Context: an optimization exercise on an open-source flow, tuned for small area, a short achievable clock period and few clock cycles. The choices shown serve that exercise and are no tape-out recipe.
Function was checked by simulation only, so behaviour that the tests miss may differ from the original.
Power figures rest on the tool's default switching activity, not on a simulated workload.

wip/tundra:
==> flow/design.v (excerpt) <==
module segment_reassembly_engine (
    input  logic              i_clk,
    input  logic              i_rst_n,
    input  logic              i_cfg_we,
    input  logic [3:0]        i_cfg_data,
    input  logic              i_in_valid,
    output logic              o_in_ready,
    input  logic [8:0]        i_in_word,
    output logic              o_out_valid,
    input  logic              i_out_ready,
    output logic [57:0]       o_out_word
);
Size in the first run: ~2,700 cells after synthesis, about 1,200 flip-flops, about 78 I/O pins.
==> flow/config.mk <==
export PLATFORM = sky130hd
export DESIGN_NAME = segment_reassembly_engine
export DESIGN_NICKNAME = segment_reassembly_engine
export VERILOG_FILES = /design/flow/design.v
export SDC_FILE = /design/flow/constraint.sdc
export NUM_CORES = 4
export LEC_CHECK = 0
export CAP_MARGIN = 20
export CORE_MARGIN = 2
export CORE_UTILIZATION = 50
export CTS_CLUSTER_DIAMETER = 150
export CTS_CLUSTER_SIZE = 30
export SETUP_SLACK_MARGIN = 5
export SLEW_MARGIN = 20
==> flow/constraint.sdc <==
create_clock -name core_clock -period 9.0 [get_ports {i_clk}]
set_input_delay 1.8000 -clock core_clock [delete_from_list [all_inputs] [get_ports {i_clk}]]
set_output_delay 1.8000 -clock core_clock [all_outputs]
set_load 0.01 [all_outputs]
standard.sh (not shown) runs the stock make flow with config.mk's settings and CLKGATE_MAP_FILE= SYNTH_SCRIPT=/design/flow/synth_recipe.tcl, a recipe that flattens the netlist after the stock synthesis.
==> flow/flow/run.sh <==
#!/bin/bash
# standard layout, with timing repair aiming at a larger setup margin
set -euo pipefail
bash standard.sh SETUP_SLACK_MARGIN=6.0 finish > standard_flow.log 2>&1
wip/tundra: PASS, flow complete, no timing, DRC or antenna violations
Testbench counts of wip/tundra, summed over its fixed seeds: cycles 102,197.
The following lists how wip/willow was set up differently from wip/tundra:
Settings: swapping 50 for 40 in CORE_UTILIZATION.
==> flow/flow/run.sh <==
#!/bin/bash
# standard layout, with timing repair aiming at a larger setup margin
set -euo pipefail
bash standard.sh SETUP_SLACK_MARGIN=6.15 finish > standard_flow.log 2>&1
--- outcome ---
Compared to wip/tundra, wip/willow has final period utilization 0.42 points lower. wip/willow does better than wip/tundra on worst setup slack after layout. Diff wip/tundra -> wip/willow | detailed placer's ending HPWL | up by a few percent. The cell-internal power on wip/willow is in line with that on wip/tundra.
Changes in wip/xenon relative to wip/willow:
Settings: swapping 150 for 135 in CTS_CLUSTER_DIAMETER; swapping 30 for 27 in CTS_CLUSTER_SIZE.
==> flow/flow/run.sh <==
#!/bin/bash
# standard layout, with timing repair aiming at a larger setup margin
set -euo pipefail
bash standard.sh SETUP_SLACK_MARGIN=6.0 finish > standard_flow.log 2>&1
Results
wip/willow → wip/xenon: maximum frequency decreased 0.74%; wire length of the first global-routing pass decreased 1.5%. Summary of wip/xenon over wip/willow: total of cells resized after clock tree synthesis now smaller, switching power total now larger, number of clock-tree buffers in the layout now larger, final setup violation count comparable, global routing usage on met1 comparable. Going from wip/willow to wip/xenon, the ratio of final minimum period to clock period was found to have gone up by 0.25 points. | final cell count without fillers | wip/xenon vs wip/willow | about 1.2% lower |. Worst hold slack (wip/xenon over wip/willow): decrease, 0.0067 ns. The non-clock buffer count in wip/xenon sits 58 below the value recorded for wip/willow.

* * *

== run 1 ==
Another version of the RTL of segment_reassembly_engine (not shown whole).
Size: ~2700 cells after synthesis, roughly 1200 flip-flops, roughly 0.036 mm2 of cells after synthesis.
export LEC_CHECK = 0
export CAP_MARGIN = 20
export CORE_MARGIN = 2
export CORE_UTILIZATION = 40
export CTS_CLUSTER_DIAMETER = 120
export CTS_CLUSTER_SIZE = 24
export SETUP_SLACK_MARGIN = 5
export SLEW_MARGIN = 20
create_clock -name core_clock -period 9.0 [get_ports {i_clk}]
==> flow/flow/run.sh <==
#!/bin/bash
# standard layout, with timing repair aiming at a larger setup margin
set -euo pipefail
bash standard.sh SETUP_SLACK_MARGIN=6.0 finish > standard_flow.log 2>&1
Testbench counts of run 1, summed over its fixed seeds: cycles 102,196.
Modified inputs, run 2 compared to run 1
Settings: a change of CORE_UTILIZATION from 40 to 60.
==> comparison <==
Comparing run 2 with run 1, the share of total power in sequential cells came out essentially unchanged. Worst-case setup margin in the final layout is higher on run 1. The higher sequential share of layout area came out of run 2. Total net switching power, run 2 vs run 1: down slightly. Taking run 1 as the reference point, the data required time at the worst endpoint of run 2 rises by 0.16 ns. Lower utilization among run 2 and run 1: run 1. Area of all placed cells without fillers: run 2 and run 1 compared, lower one is run 2.

-- afterwards: timing with drivers on the ports --
The flow's constraints put no driver on any port. The routed layouts listed below were extracted and timed again, unchanged, in two steps.
Step 1: set_driving_cell puts a clkbuf_16 on i_clk and a buf_2 on each other input, an assumption about the parent block.
Step 2 adds t to the input delays and takes it off the output delays; t is the mean of the earliest and latest rising clock arrival at the registers after step 1. Input paths then give back, and output paths get back, about the clock's delay inside the block.
Slacks: ideal ports / drivers / drivers and shift; pairs: ideal ports / drivers.
run | shift t [ns] | setup slack, ns | clock arrival spread, ns | worst register clock-pin slew, ns | worst slew at a driven data input, ns
wip/tundra | 0.704 | 5.898 / 5.837 / 5.283 | 0.038 / 0.039 | 0.13 / 0.13 | 0.07
wip/willow | 0.697 | 5.936 / 5.871 / 5.484 | 0.027 / 0.027 | 0.12 / 0.12 | 0.04
wip/xenon | 0.699 | 5.913 / 5.852 / 5.306 | 0.040 / 0.041 | 0.12 / 0.12 | 0.04
run 1 | 0.708 | 5.890 / 5.866 / 5.206 | 0.050 / 0.050 | 0.11 / 0.11 | 0.13
run 2 | 0.702 | 5.865 / 5.866 / 5.164 | 0.032 / 0.032 | 0.10 / 0.10 | 0.06
After both steps every run listed still meets setup and hold. The setup slack of run 2, which loses most, moves by +0.001 ns with the drivers and by -0.701 ns with both steps.
